This is an optimization exercise on Yosys and OpenROAD, whose aim is small area, a short achievable clock period and few clock cycles per item, not a production implementation.
At most, simulation tests tie the RTL to the original design; equivalence was not proved.
The RTL of run 2 was laid out without a check of its function.
Power figures rest on the tool's default switching activity, not on a simulated workload.

--- design.v ---
`timescale 1ns / 1ps
package spic_pkg;
  localparam int unsigned CFG_INDEX_W = 3;
  localparam logic [CFG_INDEX_W-1:0] CFG_QUERY_LENGTH   = 3'd0;
  localparam logic [CFG_INDEX_W-1:0] CFG_KEY_LENGTH     = 3'd1;
  localparam logic [CFG_INDEX_W-1:0] CFG_EXPECTED_TASKS = 3'd2;
  localparam logic [CFG_INDEX_W-1:0] CFG_ROW_LIMIT      = 3'd3;
  localparam logic [CFG_INDEX_W-1:0] CFG_INTERVAL_LIMIT = 3'd4;
  localparam logic [31:0] RST_QUERY_LENGTH   = 32'd1024;
  localparam logic [31:0] RST_KEY_LENGTH     = 32'd1024;
  localparam logic [31:0] RST_EXPECTED_TASKS = 32'd32;
  localparam logic [15:0] RST_ROW_LIMIT      = 16'd32;
  localparam logic [7:0]  RST_INTERVAL_LIMIT = 8'd16;
  typedef struct packed {
    logic [31:0] query_length;
    logic [31:0] key_length;
    logic [31:0] expected_tasks;
    logic [15:0] row_limit;
    logic [7:0]  interval_limit;
  } cfg_t;
endpackage
`timescale 1ns / 1ps
module spic_cfg_regs (
  input  logic                                clk,
  input  logic                                rst_n,
  input  logic                                cfg_we,
  input  logic [spic_pkg::CFG_INDEX_W-1:0]    cfg_index,
  input  logic [31:0]                         cfg_wdata,
  output spic_pkg::cfg_t                      cfg
);
  spic_pkg::cfg_t cfg_r;
  logic [4:0]     en;
  logic [31:0]    wd_ql, wd_kl, wd_et;
  logic [15:0]    wd_rl;
  logic [7:0]     wd_il;
  always_comb begin
    for (int i = 0; i < 5; i++)
      en[i] = !rst_n || (cfg_we && (cfg_index == i[2:0]));
    wd_ql = rst_n ? cfg_wdata        : spic_pkg::RST_QUERY_LENGTH;
    wd_kl = rst_n ? cfg_wdata        : spic_pkg::RST_KEY_LENGTH;
    wd_et = rst_n ? cfg_wdata        : spic_pkg::RST_EXPECTED_TASKS;
    wd_rl = rst_n ? cfg_wdata[15:0]  : spic_pkg::RST_ROW_LIMIT;
    wd_il = rst_n ? cfg_wdata[7:0]   : spic_pkg::RST_INTERVAL_LIMIT;
  end
  always_ff @(posedge clk) begin
    if (en[0]) cfg_r.query_length   <= wd_ql;
    if (en[1]) cfg_r.key_length     <= wd_kl;
    if (en[2]) cfg_r.expected_tasks <= wd_et;
    if (en[3]) cfg_r.row_limit      <= wd_rl;
    if (en[4]) cfg_r.interval_limit <= wd_il;
  end
  assign cfg = cfg_r;
endmodule
`timescale 1ns / 1ps
module spic_check_core (
  input  logic              clk,
  input  logic              rst_n,
  input  spic_pkg::cfg_t    cfg,
  input  logic              acc,       
  input  logic              adv,       
  input  logic [31:0]       qs,
  input  logic [31:0]       qr,
  input  logic [31:0]       it,
  input  logic [31:0]       is,
  input  logic [31:0]       ie,
  input  logic              pe,
  output logic [1:0]        verdict,
  output logic              error_seen
);
  logic        fresh_r;       
  logic        lz_r;          
  logic [32:0] cursor_r;
  logic [31:0] tasks_r;
  logic [7:0]  left_r;
  logic [31:0] last_stop_r;
  logic        bad_r, first_r, pe_r;
  logic        failed_r;
  logic        first;
  logic [31:0] cur_cur, tasks_cur;
  logic [7:0]  left_open;
  logic        hdr_bad, ivl_bad;
  logic        cur_gt, cur_eq;
  logic        failed_upd, plan_ok;
  always_comb begin
    first     = fresh_r || lz_r;
    cur_cur   = fresh_r ? 32'd0 : cursor_r[31:0];
    tasks_cur = fresh_r ? 32'd0 : tasks_r;
    left_open = first ? it[7:0] : left_r;
    hdr_bad = first && ((qs != cur_cur) ||
                        (qr[31:16] != 16'd0) ||
                        (qr[15:0] == 16'd0) ||
                        (qr[15:0] > cfg.row_limit) ||
                        (it[31:8] != 24'd0) ||
                        (it[7:0] == 8'd0) ||
                        (it[7:0] > cfg.interval_limit));
    ivl_bad = (is >= ie) || (!first && (is < last_stop_r));
    cur_gt = cursor_r[32] || (cursor_r[31:0] > cfg.query_length);
    cur_eq = !cursor_r[32] && (cursor_r[31:0] == cfg.query_length);
    failed_upd = failed_r || bad_r || (first_r && cur_gt) ||
                 (last_stop_r > cfg.key_length);
    plan_ok    = !failed_upd && cur_eq && (tasks_r == cfg.expected_tasks) && lz_r;
    if (pe_r) begin
      verdict    = plan_ok ? 2'd1 : 2'd2;
      error_seen = !plan_ok;
    end else begin
      verdict    = 2'd0;
      error_seen = failed_upd;
    end
  end
  always_ff @(posedge clk) begin
    if (acc && first) begin
      cursor_r <= {1'b0, cur_cur} + {17'd0, qr[15:0]};
      tasks_r  <= tasks_cur + 32'd1;
    end
  end
  always_ff @(posedge clk) begin
    if (acc) begin
      left_r      <= left_open - 8'd1;
      lz_r        <= (left_open == 8'd1);
      last_stop_r <= ie;
      bad_r       <= hdr_bad || ivl_bad;
      first_r     <= first;
      pe_r        <= pe;
    end
  end
  always_ff @(posedge clk) begin
    if (!rst_n) begin
      fresh_r <= 1'b1;
    end else if (acc) begin
      fresh_r <= pe;
    end
  end
  always_ff @(posedge clk) begin
    if (!rst_n) begin
      failed_r <= 1'b0;
    end else if (adv) begin
      failed_r <= !pe_r && failed_upd;
    end
  end
endmodule
`timescale 1ns / 1ps
module sparse_interval_plan_checker (
  input  logic                             clk,
  input  logic                             rst_n,
  input  logic                             cfg_we,
  input  logic [spic_pkg::CFG_INDEX_W-1:0] cfg_index,
  input  logic [31:0]                      cfg_wdata,
  input  logic                             in_valid,
  output logic                             in_ready,
  input  logic [31:0]                      in_task_query_start,
  input  logic [31:0]                      in_task_query_rows,
  input  logic [31:0]                      in_task_interval_total,
  input  logic [31:0]                      in_interval_start,
  input  logic [31:0]                      in_interval_stop,
  input  logic                             in_plan_end,
  output logic                             out_valid,
  input  logic                             out_ready,
  output logic [1:0]                       out_verdict,
  output logic                             out_error_seen
);
  spic_pkg::cfg_t cfg;
  logic           s2_valid_r;
  logic           a_valid_r, b_valid_r;    
  logic [2:0]     a_res_r, b_res_r;        
  logic           acc, adv, pop;
  logic [1:0]     verdict;
  logic           error_seen;
  spic_cfg_regs u_cfg_regs (
    .clk       (clk),
    .rst_n     (rst_n),
    .cfg_we    (cfg_we),
    .cfg_index (cfg_index),
    .cfg_wdata (cfg_wdata),
    .cfg       (cfg)
  );
  assign in_ready = !(s2_valid_r && b_valid_r);
  assign acc      = in_valid && in_ready;
  assign pop      = a_valid_r && out_ready;
  assign adv      = s2_valid_r && (!b_valid_r || out_ready);
  spic_check_core u_check_core (
    .clk        (clk),
    .rst_n      (rst_n),
    .cfg        (cfg),
    .acc        (acc),
    .adv        (adv),
    .qs         (in_task_query_start),
    .qr         (in_task_query_rows),
    .it         (in_task_interval_total),
    .is         (in_interval_start),
    .ie         (in_interval_stop),
    .pe         (in_plan_end),
    .verdict    (verdict),
    .error_seen (error_seen)
  );
  always_ff @(posedge clk) begin
    if (!rst_n) begin
      s2_valid_r <= 1'b0;
      a_valid_r  <= 1'b0;
      b_valid_r  <= 1'b0;
    end else begin
      s2_valid_r <= acc || (s2_valid_r && !adv);
      a_valid_r  <= (a_valid_r && !pop) || b_valid_r || adv;
      b_valid_r  <= (b_valid_r && !pop) || (adv && a_valid_r && !pop) ||
                    (adv && b_valid_r);
    end
  end
  always_ff @(posedge clk) begin
    if (!a_valid_r || pop) begin
      a_res_r <= b_valid_r ? b_res_r : {verdict, error_seen};
    end
    if (adv && (b_valid_r || !pop) && a_valid_r) begin
      b_res_r <= {verdict, error_seen};
    end
  end
  assign out_valid      = a_valid_r;
  assign out_verdict    = a_res_r[2:1];
  assign out_error_seen = a_res_r[0];
endmodule
--- flow/run.sh ---
#!/bin/bash
# Layout flow: the standard ORFS flow, with plain buffers (buf_2) on the
# ports in place of the delay-cell buffers buffer_ports picks by default.
set -euo pipefail
export BUFFER_PORTS_ARGS="-buffer_cell sky130_fd_sc_hd__buf_2"
bash standard.sh > standard.log 2>&1
--- config.mk ---
export PLATFORM = sky130hd
export DESIGN_NAME = sparse_interval_plan_checker
export DESIGN_NICKNAME = sparse_interval_plan_checker
export VERILOG_FILES = /design/flow/design.v
export SDC_FILE = /design/flow/constraint.sdc
export NUM_CORES = 4
export LEC_CHECK = 0
export CAP_MARGIN = 20
export CORE_MARGIN = 2
export CORE_UTILIZATION = 40
export SETUP_SLACK_MARGIN = 4.5
export SLEW_MARGIN = 20
--- standard.sh ---
#!/bin/bash
# synth_recipe.tcl (not shown) runs the flow's synth.tcl, then flattens the netlist and writes it again
# the make line also repeats each setting of config.mk as NAME=value (left out here)
make -C /OpenROAD-flow-scripts/flow DESIGN_CONFIG=/design/flow/config.mk WORK_HOME=/design/flow/orfs CLKGATE_MAP_FILE= SYNTH_SCRIPT=/design/flow/synth_recipe.tcl "${@:-finish}"
--- constraint.sdc ---
create_clock -name core_clock -period 7.0 [get_ports {clk}]
set_input_delay 1.4000 -clock core_clock [delete_from_list [all_inputs] [get_ports {clk}]]
set_output_delay 1.4000 -clock core_clock [all_outputs]
set_load 0.01 [all_outputs]
==> results.txt, run 1 <==
Worst-case clock buffer depth -> 3
Worst slew pin tran -> 1.042 ns
Num ports -> 206
First-pass GRT wire length -> 70190 µm
Critical path cell sequence -> buf_8 > ha_4 > a21o_1 > nand4_1 > a31oi_4 > nand2_2 > buf_6 > buf_6 > a311o_1 > or4_1 > nand3_1
DPL Wire Length -> 34180 µm
Final GP Congestion -> 0.8718
Final wirelength -> 47220 µm
Synth Area in XOR/XNOR -> 0.05142
FP Rows -> 71
H-tree Lvls -> 1
Routed via count -> 12.66k
Number of synthesized flops with an enable pin -> 235
Initial antenna violation count -> 2
Syn Inst Count -> 1476
FF/Latch Area -> 0.007169 mm²
Critical Path AT -> 3.50 ns
Crit start category -> input pin
Total Neg Setup Slack -> 0 ns
Main combinational cell family by area after synthesis -> simple AND/OR/NAND/NOR gates
Worst Path Max Fanout -> 4
CP endpoint -> u_check_core.cursor_r[23]
Area of the multi-input gates -> 0.008391 mm²
FILL cells -> 3385
CP dominant cell by count -> buf_6
Reg2Reg Depth -> 14
Unrepaired setup endpoints after global routing -> yes
Drt first-iter violations -> 1088
CP endpoint kind -> register
Max transition margin -> 0.3053
Worst r2r dst -> u_check_core.cursor_r[23]
Port Buffers -> 205
CTS clk-pin slew, worst paths -> 0.06 ns
Leakage -> 8.419 nW
Cell area after synthesis -> 0.01533 mm²
Simple-gate share of the synthesized area -> 0.1718
TritonCTS Buffers -> 28
Critical path type -> input pin to register
PwrDens -> 210.2 mW/mm²
Avg Inst Size Synth -> 10.39 µm²
Setup Skew -> 0.02183 ns
R2r setup slk -> 3.96 ns
Most common flop cell mapped by yosys -> edfxtp_1
Asr flop ratio synth -> 0
Layout cell share with drive strength beyond 1 -> 0.2818
Total chip power -> 4.220 mW
CP max-delay cell -> or4_1
Yosys warning total -> 3
Hold Buf Count CTS -> 0
Adder-cell share of the synthesized area -> 0.1401
Antenna diodes -> 0
Core area -> 0.03767 mm²
Maximum vdd drop -> 181.8 µV
Number of global-route vias before repair -> 12.27k
Num Clock Sinks -> 240
Die Y -> 199.8 µm
Largest net degree at the start of global routing -> 77
Final Setup Violations -> 0
Register area share after synthesis -> 0.4669
Routed WL per cell -> 20.28 µm
Remaining DRCs -> 0
Mux cell area share after synthesis -> 0.01183
Worst reg2reg startpoint -> u_check_core.fresh_r
Final-report hold violation count -> 0
#FFs+latches synth -> 240
Total grt overflow -> 0
GR Util All Layers -> 0.2321
Worst-Skew Late Latency -> 0.56 ns
CP peak stage delay -> 0.43 ns
Synth-to-layout area growth -> 30.96%
Outcome -> finished clean
Die width -> 199.8 µm
Max_cap viols -> 0
Post-Syn Nets -> 1848
CP startpoint -> in_task_query_rows[1]
Final worst path period share -> 0.4400
Via density -> 5.439
Final nets -> 2168
Post-DRT Antenna Nets -> 0
Initial core utilization -> 0.4070
FMAX -> 324.7 MHz
Die footprint -> 0.03991 mm²
Slew Viols, Final -> 0
Worst hold path class -> register to register
Crit path required time -> 7.42 ns
1st-pass router iterations -> 5
CTS tree -> done
Final Critical Period -> 3.080 ns
Library cells used by synthesis -> 74
Compound-cell area share of the yosys netlist -> 0.1028
Clk root buf -> clkbuf_16
[cell type report]
type | count | share of cell area
flip-flops and latches | 240 | 0.3571
clock inverters | 21 | 0.01471
well taps | 511 | 0.03185
inverters | 190 | 0.03602
repair buffers | 322 | 0.1071
multi-input cells | 1014 | 0.4179
clock buffers | 30 | 0.03528
[critical path, delay by kind of cell]
family / cells / cell delay [ns]
and+or+nand+nor: 4 / 0.80
adders and majority gates: 1 / 0.24
AOI/OAI and AO/OA: 3 / 0.72
buffers and inverters: 3 / 0.32
[cell families after synthesis]
family	Yosys count
AO/OA/AOI/OAI	248
buffers and inverters	223
adder cells (fa/ha/maj)	171
AND/OR/NAND/NOR	487
XOR/XNOR	90
flip-flops	240
multiplexers	17
[cell usage in the layout (no fill, tap or decap), types with 6 or more instances in the layout]
master | synthesis | routed
nor4bb_1 | 8 | 6
nor2_1 | 94 | 88
and3_1 | 10 | 10
a21oi_1 | 69 | 61
clkinv_2 | 0 | 6
ha_1 | 170 | 146
bufinv_16 | 0 | 7
nor4_4 | 1 | 8
a21o_1 | 12 | 12
nand2b_1 | 10 | 8
nand2_1 | 92 | 82
ha_4 | 0 | 24
and2_1 | 67 | 66
o21ai_0 | 69 | 60
o21a_1 | 7 | 7
clkbuf_16 | 0 | 28
nand2_2 | 0 | 6
xnor2_1 | 55 | 55
nor4_2 | 1 | 7
buf_2 | 2 | 197
o211ai_1 | 7 | 7
nand3_1 | 37 | 33
nor2b_1 | 35 | 29
xor2_1 | 35 | 35
inv_1 | 189 | 184
mux2i_1 | 8 | 6
nand4_1 | 48 | 48
edfxtp_1 | 235 | 235
nor4_1 | 32 | 19
nor3_1 | 18 | 16
a31oi_1 | 16 | 10
buf_4 | 0 | 93
buf_6 | 1 | 22
[power breakdown]
part	switching [mW]	total (mW)	internal, mW
clock network	0.615	1.60	0.989
registers	0.0815	1.80	1.72
logic	0.457	0.817	0.360
[worst min path at each step]
stage | end | depth (start not counted) | from | slack, ns
detailed placement | b_valid_r | 2 | s2_valid_r | 0.54
global placement | b_valid_r | 2 | s2_valid_r | 0.53
floorplan | u_check_core.failed_r | 2 | u_check_core.failed_r | 0.45
finish | b_valid_r | 3 | a_valid_r | 0.55
CTS | u_check_core.failed_r | 2 | u_check_core.pe_r | 0.55
global route | a_res_r[0] | 1 | b_res_r[0] | 0.59
[state kept, by name (all words and copies together), names as in the netlist]
| name | count |
|---|---|
| u_check_core.fresh_r | 1 |
| u_check_core.last_stop_r | 32 |
| u_check_core.bad_r | 1 |
| a_valid_r | 1 |
| u_check_core.left_r | 8 |
| b_valid_r | 1 |
| s2_valid_r | 1 |
| u_check_core.cursor_r | 33 |
| u_check_core.first_r | 1 |
| u_check_core.pe_r | 1 |
| a_res_r | 3 |
| u_check_core.lz_r | 1 |
| u_check_core.failed_r | 1 |
| u_cfg_regs.cfg_r | 120 |
| u_check_core.tasks_r | 32 |
| b_res_r | 3 |
[cells in the mapped netlist, drive strengths merged, types with 26 or more instances]
cell type / number / area [µm²]
nor2b: 35 / 219.0
ha: 170 / 2127
nand4: 50 / 325.3
nand2: 92 / 345.3
clkbuf: 26 / 97.59
nor2: 94 / 352.8
a21oi: 69 / 345.3
nand3: 37 / 185.2
nor4: 34 / 234.0
o21ai: 69 / 345.3
xnor2: 55 / 481.7
xor2: 35 / 306.5
and2: 67 / 419.2
inv: 190 / 713.2
edfxtp: 235 / 7057
[routing by layer]
metal | global-route usage | vias up | wire (µm)
met1 | 0.3258 | 6040 | 20640
met5 | 0 | - | 27
met3 | 0.02571 | 80 | 3665
met2 | 0.3755 | 513 | 21240
li1 | - | 6024 | -
met4 | 0.07709 | 4 | 1634
[per-stage QoR]
stage	hold WS, ns	util	cell area [µm²]	std cells	setup slack, ns
5_1_grt	0.5899	0.5330	20080	2328	3.857
3_5_place_dp	0.5367	0.4586	17270	2168	2.744
3_3_place_gp	0.5272	0.4586	17270	2168	2.751
2_1_floorplan	0.4538	-	15720	1476	3.519
6_report	0.5539	0.5330	20080	2328	3.920
4_1_cts	0.5477	0.5161	19440	2294	3.844
[timing repair]
item,in CTS,in global routing
pin swaps,40,46
buffers inserted,72,33
gates cloned,3,0
endpoints found under the setup margin,49,48
resized for setup,106,69
Testbench counts, summed over its fixed seeds: cycles 18,664, items 18,648.
==> run 2: changes to the inputs <==
--- a/design.v
+++ b/design.v
@@ -68,6 +68,5 @@
   output logic              error_seen
 );
-  logic        fresh_r;       
-  logic        lz_r;          
+  logic        fresh_r;
   logic [32:0] cursor_r;
   logic [31:0] tasks_r;
@@ -78,13 +77,14 @@
   logic        first;
   logic [31:0] cur_cur, tasks_cur;
-  logic [7:0]  left_open;
+  logic [32:0] cursor_nxt;
+  logic [31:0] tasks_nxt;
+  logic [7:0]  left_nxt;
   logic        hdr_bad, ivl_bad;
   logic        cur_gt, cur_eq;
   logic        failed_upd, plan_ok;
   always_comb begin
-    first     = fresh_r || lz_r;
+    first     = fresh_r || (left_r == 8'd0);
     cur_cur   = fresh_r ? 32'd0 : cursor_r[31:0];
     tasks_cur = fresh_r ? 32'd0 : tasks_r;
-    left_open = first ? it[7:0] : left_r;
     hdr_bad = first && ((qs != cur_cur) ||
                         (qr[31:16] != 16'd0) ||
@@ -95,9 +95,13 @@
                         (it[7:0] > cfg.interval_limit));
     ivl_bad = (is >= ie) || (!first && (is < last_stop_r));
+    cursor_nxt = {1'b0, cur_cur} + {17'd0, first ? qr[15:0] : 16'd0};
+    tasks_nxt  = tasks_cur + {31'd0, first};
+    left_nxt   = (first ? it[7:0] : left_r) - 8'd1;
     cur_gt = cursor_r[32] || (cursor_r[31:0] > cfg.query_length);
     cur_eq = !cursor_r[32] && (cursor_r[31:0] == cfg.query_length);
     failed_upd = failed_r || bad_r || (first_r && cur_gt) ||
                  (last_stop_r > cfg.key_length);
-    plan_ok    = !failed_upd && cur_eq && (tasks_r == cfg.expected_tasks) && lz_r;
+    plan_ok    = !failed_upd && cur_eq && (tasks_r == cfg.expected_tasks) &&
+                 (left_r == 8'd0);
     if (pe_r) begin
       verdict    = plan_ok ? 2'd1 : 2'd2;
@@ -109,13 +113,8 @@
   end
   always_ff @(posedge clk) begin
-    if (acc && first) begin
-      cursor_r <= {1'b0, cur_cur} + {17'd0, qr[15:0]};
-      tasks_r  <= tasks_cur + 32'd1;
-    end
-  end
-  always_ff @(posedge clk) begin
     if (acc) begin
-      left_r      <= left_open - 8'd1;
-      lz_r        <= (left_open == 8'd1);
+      cursor_r    <= cursor_nxt;
+      tasks_r     <= tasks_nxt;
+      left_r      <= left_nxt;
       last_stop_r <= ie;
       bad_r       <= hdr_bad || ivl_bad;
@@ -161,7 +160,8 @@
   spic_pkg::cfg_t cfg;
   logic           s2_valid_r;
-  logic           a_valid_r, b_valid_r;    
-  logic [2:0]     a_res_r, b_res_r;        
-  logic           acc, adv, pop;
+  logic           res_valid_r;
+  logic [1:0]     verdict_r;
+  logic           error_seen_r;
+  logic           res_free, acc, adv;
   logic [1:0]     verdict;
   logic           error_seen;
@@ -174,8 +174,8 @@
     .cfg       (cfg)
   );
-  assign in_ready = !(s2_valid_r && b_valid_r);
+  assign res_free = !res_valid_r || out_ready;
+  assign in_ready = !s2_valid_r || res_free;
   assign acc      = in_valid && in_ready;
-  assign pop      = a_valid_r && out_ready;
-  assign adv      = s2_valid_r && (!b_valid_r || out_ready);
+  assign adv      = s2_valid_r && res_free;
   spic_check_core u_check_core (
     .clk        (clk),
@@ -195,24 +195,19 @@
   always_ff @(posedge clk) begin
     if (!rst_n) begin
-      s2_valid_r <= 1'b0;
-      a_valid_r  <= 1'b0;
-      b_valid_r  <= 1'b0;
+      s2_valid_r  <= 1'b0;
+      res_valid_r <= 1'b0;
     end else begin
-      s2_valid_r <= acc || (s2_valid_r && !adv);
-      a_valid_r  <= (a_valid_r && !pop) || b_valid_r || adv;
-      b_valid_r  <= (b_valid_r && !pop) || (adv && a_valid_r && !pop) ||
-                    (adv && b_valid_r);
-    end
-  end
-  always_ff @(posedge clk) begin
-    if (!a_valid_r || pop) begin
-      a_res_r <= b_valid_r ? b_res_r : {verdict, error_seen};
-    end
-    if (adv && (b_valid_r || !pop) && a_valid_r) begin
-      b_res_r <= {verdict, error_seen};
-    end
-  end
-  assign out_valid      = a_valid_r;
-  assign out_verdict    = a_res_r[2:1];
-  assign out_error_seen = a_res_r[0];
+      if (in_ready) s2_valid_r  <= in_valid;
+      if (res_free) res_valid_r <= s2_valid_r;
+    end
+  end
+  always_ff @(posedge clk) begin
+    if (adv) begin
+      verdict_r    <= verdict;
+      error_seen_r <= error_seen;
+    end
+  end
+  assign out_valid      = res_valid_r;
+  assign out_verdict    = verdict_r;
+  assign out_error_seen = error_seen_r;
 endmodule
==> run.sh (new file) <==
#!/bin/bash
# synth_recipe.tcl (not shown) runs the flow's synth.tcl, then flattens the netlist and writes it again
# the make line also repeats each setting of config.mk as NAME=value (left out here)
make -C /OpenROAD-flow-scripts/flow DESIGN_CONFIG=/design/flow/config.mk WORK_HOME=/design/flow/orfs CLKGATE_MAP_FILE= SYNTH_SCRIPT=/design/flow/synth_recipe.tcl finish
--- a/config.mk
+++ b/config.mk
@@ -9,4 +9,3 @@
 export CORE_MARGIN = 2
 export CORE_UTILIZATION = 40
-export SETUP_SLACK_MARGIN = 4.5
 export SLEW_MARGIN = 20
removed: flow/run.sh
removed: standard.sh
==> results.txt, run 2 <==
Synth area leader -> edfxtp_1
FP Rows -> 71
CP endpoint kind -> register
Family with the most delay on the worst path -> compound AO/OA/AOI/OAI gates
Number of synthesized flops with an enable pin -> 231
Synth cell count leaders -> edfxtp_1 (231), ha_1 (170), inv_1 (163)
R2r setup slk -> 2.74 ns
Clk root buf -> clkbuf_16
Port Buffers -> 205
Most common flop cell mapped by yosys -> edfxtp_1
Final wirelength -> 39350 µm
#FFs+latches synth -> 235
Critical path cell sequence -> nor4_1 > a21oi_2 > buf_4 > nor2b_1 > ha_1 > a211oi_1 > o21bai_1 > a21boi_1 > o31ai_2 > a221oi_2 > nor3_1 > o21ba_2
Yosys warning total -> 3
GR Util All Layers -> 0.2011
PwrDens -> 201.5 mW/mm²
Critical Path AT -> 4.56 ns
CP peak stage delay -> 0.78 ns
Buf+Inv Stages, Crit Path -> 1
Via density -> 5.226
DP Cell Count -> 2114
Worst hold stages -> 2
Number of global-route vias before repair -> 11.17k
Most frequent cells in the layout -> edfxtp_1 (231), clkdlybuf4s50_1 (204), ha_1 (170), inv_1 (163), a21oi_1 (92)
Setup Buffers After CTS -> 0
Crit start category -> register
FILL cells -> 3399
Final nets -> 2004
Worst-case clock buffer depth -> 3
Outcome -> finished clean
Biggest register -> u_cfg_regs.cfg_r
Cell area after synthesis -> 0.01506 mm²
Worst slew pin tran -> 0.8705 ns
Maximum vdd drop -> 159.8 µV
Final Setup Violations -> 0
Number of flip-flops in the largest register -> 120
Worst Path Max Fanout -> 18
Worst reg2reg startpoint -> u_check_core.left_r[4]
Routed via count -> 11.30k
Final GP Congestion -> 0.9322
Die width -> 198.1 µm
Initial core utilization -> 0.4028
Slew Viols, Final -> 0
Total chip power -> 3.734 mW
Worst hold path class -> register to register
Reg2Reg Depth -> 12
Final worst path period share -> 0.6092
First-pass GRT wire length -> 60550 µm
Worst-Skew Late Latency -> 0.54 ns
DPL Wire Length -> 31090 µm
Die Y -> 198.1 µm
Remaining DRCs -> 0
Library cells used by synthesis -> 69
Most common cell after layout, fill and taps aside -> edfxtp_1
Max transition margin -> 0.4197
PostCTS Resize Cnt -> 0
Register area share after synthesis -> 0.4658
Post-Syn Nets -> 1791
FMAX -> 234.5 MHz
CP max-delay cell -> a221oi_2
Die footprint -> 0.03923 mm²
Avg Inst Size Synth -> 10.62 µm²
TritonCTS Buffers -> 26
Crit path required time -> 7.29 ns
1st-pass router iterations -> 5
Total Neg Setup Slack -> 0 ns
Worst r2r dst -> u_check_core.cursor_r[29]
Initial antenna violation count -> 4
Cell with the most instances after synthesis -> edfxtp_1
Asr flop ratio synth -> 0
H-tree Lvls -> 1
Final Non-Filler Cells -> 2163
Yosys top cell area share -> 0.4605
Max_cap viols -> 0
Hold Buf Count CTS -> 0
Num ports -> 206
Largest net degree at the start of global routing -> 73
Unrepaired setup endpoints after global routing -> no
Num Clock Sinks -> 235
Post-DRT Antenna Nets -> 0
Setup Skew -> 0.01131 ns
Drt first-iter violations -> 735
CTS tree -> done
Top Registers -> u_cfg_regs.cfg_r x120, u_check_core.cursor_r x33
CTS clk-pin slew, worst paths -> 0.06 ns
Final-report hold violation count -> 0
Hold_sp -> u_check_core.failed_r
Core area -> 0.03740 mm²
Top cells by area, synth -> edfxtp_1 (46%), ha_1 (14%), inv_1 (4.1%), xnor2_1 (3.5%), a21oi_1 (3.1%)
Layout cell share with drive strength beyond 1 -> 0.04422
Critical path type -> register to register
Total grt overflow -> 0
Leakage -> 7.403 nW
Hold Path Sink -> u_check_core.failed_r
Syn Inst Count -> 1419
Final Critical Period -> 4.265 ns
Routed WL per cell -> 18.19 µm
Synth-to-layout area growth -> 23.03%
[run 2: final cells by class]
| class | instances | area [µm²] | share of cell area |
|---|---|---|---|
| multi-input cells | 992 | 7310 | 0.3944 |
| clock inverters | 17 | 130.1 | 0.007021 |
| clock buffers | 30 | 686.9 | 0.03706 |
| inverters | 163 | 611.8 | 0.03301 |
| repair buffers | 214 | 2135 | 0.1152 |
| well taps | 511 | 639.4 | 0.03450 |
| flip-flops and latches | 235 | 7018 | 0.3787 |
| diodes | 1 | 2.502 | 0.0001350 |
[run 2: per-stage QoR]
step | utilization | setup WS [ns] | area (µm²) | hold WS (ns)
2_1_floorplan | - | 2.299 | 15060 | 0.4475
3_3_place_gp | 0.4729 | 2.492 | 17690 | 0.4888
3_5_place_dp | 0.4729 | 2.390 | 17690 | 0.4936
4_1_cts | 0.4947 | 2.785 | 18500 | 0.4991
5_1_grt | 0.4955 | 2.369 | 18530 | 0.5294
6_report | 0.4955 | 2.735 | 18530 | 0.5009
[run 2: tightest hold or removal path, cell delays in order (launching register included)]
cell	delay, ns
dfxtp_1	0.33
nand2_1	0.07
o2bb2ai_1	0.05
[run 2: cells by family after synthesis]
logic type,after synthesis,synth area share
adders and majority gates,171,0.1425
muxes,7,0.004652
and+or+nand+nor,442,0.1690
buffers and inverters,192,0.05117
DFF,235,0.4658
xor gates and xnor gates,91,0.05291
AOI/OAI and AO/OA,281,0.1140
[run 2: report_power, final]
| part | switching [mW] | leakage (nW) | internal, mW |
|---|---|---|---|
| clock network | 0.565 | 0.405 | 0.771 |
| registers | 0.0912 | 2.31 | 1.68 |
| logic | 0.319 | 4.69 | 0.310 |
| total | 0.976 | 7.40 | 2.76 |
[run 2: worst max-delay path by stage]
| stage | end | cells past startpoint | slack (ns) | startpoint |
|---|---|---|---|---|
| 2_1_floorplan | u_check_core.fresh_r | 5 | 2.30 | out_ready |
| 3_3_place_gp | u_check_core.cursor_r[29] | 10 | 2.49 | in_task_query_rows[1] |
| 3_5_place_dp | u_check_core.cursor_r[29] | 10 | 2.39 | in_task_query_rows[1] |
| 4_1_cts | u_check_core.cursor_r[29] | 12 | 2.79 | u_check_core.left_r[4] |
| 5_1_grt | u_check_core.cursor_r[29] | 12 | 2.37 | u_check_core.left_r[4] |
| 6_report | u_check_core.cursor_r[29] | 12 | 2.74 | u_check_core.left_r[4] |
[run 2: metal layers]
| layer | track usage | part of all wire | vias to the layer above |
|---|---|---|---|
| li1 | - | - | 5605 |
| met1 | 0.2742 | 0.46 | 5267 |
| met2 | 0.3226 | 0.44 | 365 |
| met3 | 0.03543 | 0.069 | 64 |
| met4 | 0.06990 | 0.033 | 2 |
| met5 | 0 | 0.00033 | - |

-- port drivers added, routing unchanged --
Ports are ideal in the flow. The routed layouts listed here were re-timed in OpenROAD. Step 1 (the two cells are an assumption about what drives the block):
set clk [get_ports {clk}]
set_driving_cell -lib_cell sky130_fd_sc_hd__clkbuf_16 $clk
set_driving_cell -lib_cell sky130_fd_sc_hd__buf_2 [delete_from_list [all_inputs] $clk]
Step 2 also shifts input and output timing later by t, the mid clock arrival at the registers, as if the neighbouring blocks saw the same clock. Three values: ideal ports, drivers, drivers and shift; two values: the first two.
run	t, ns	setup WS [ns]	worst setup path after step 2	worst register clock-pin slew, ns
run 1	0.599	3.920 / 3.929 / 3.330	input to register	0.06 / 0.06
run 2	0.586	2.735 / 2.735 / 2.350	input to register	0.07 / 0.07
After both steps setup and hold are still met in every run listed. For run 1, which loses most, drivers alone change the setup slack by +0.009 ns; drivers and shift together by -0.590 ns.
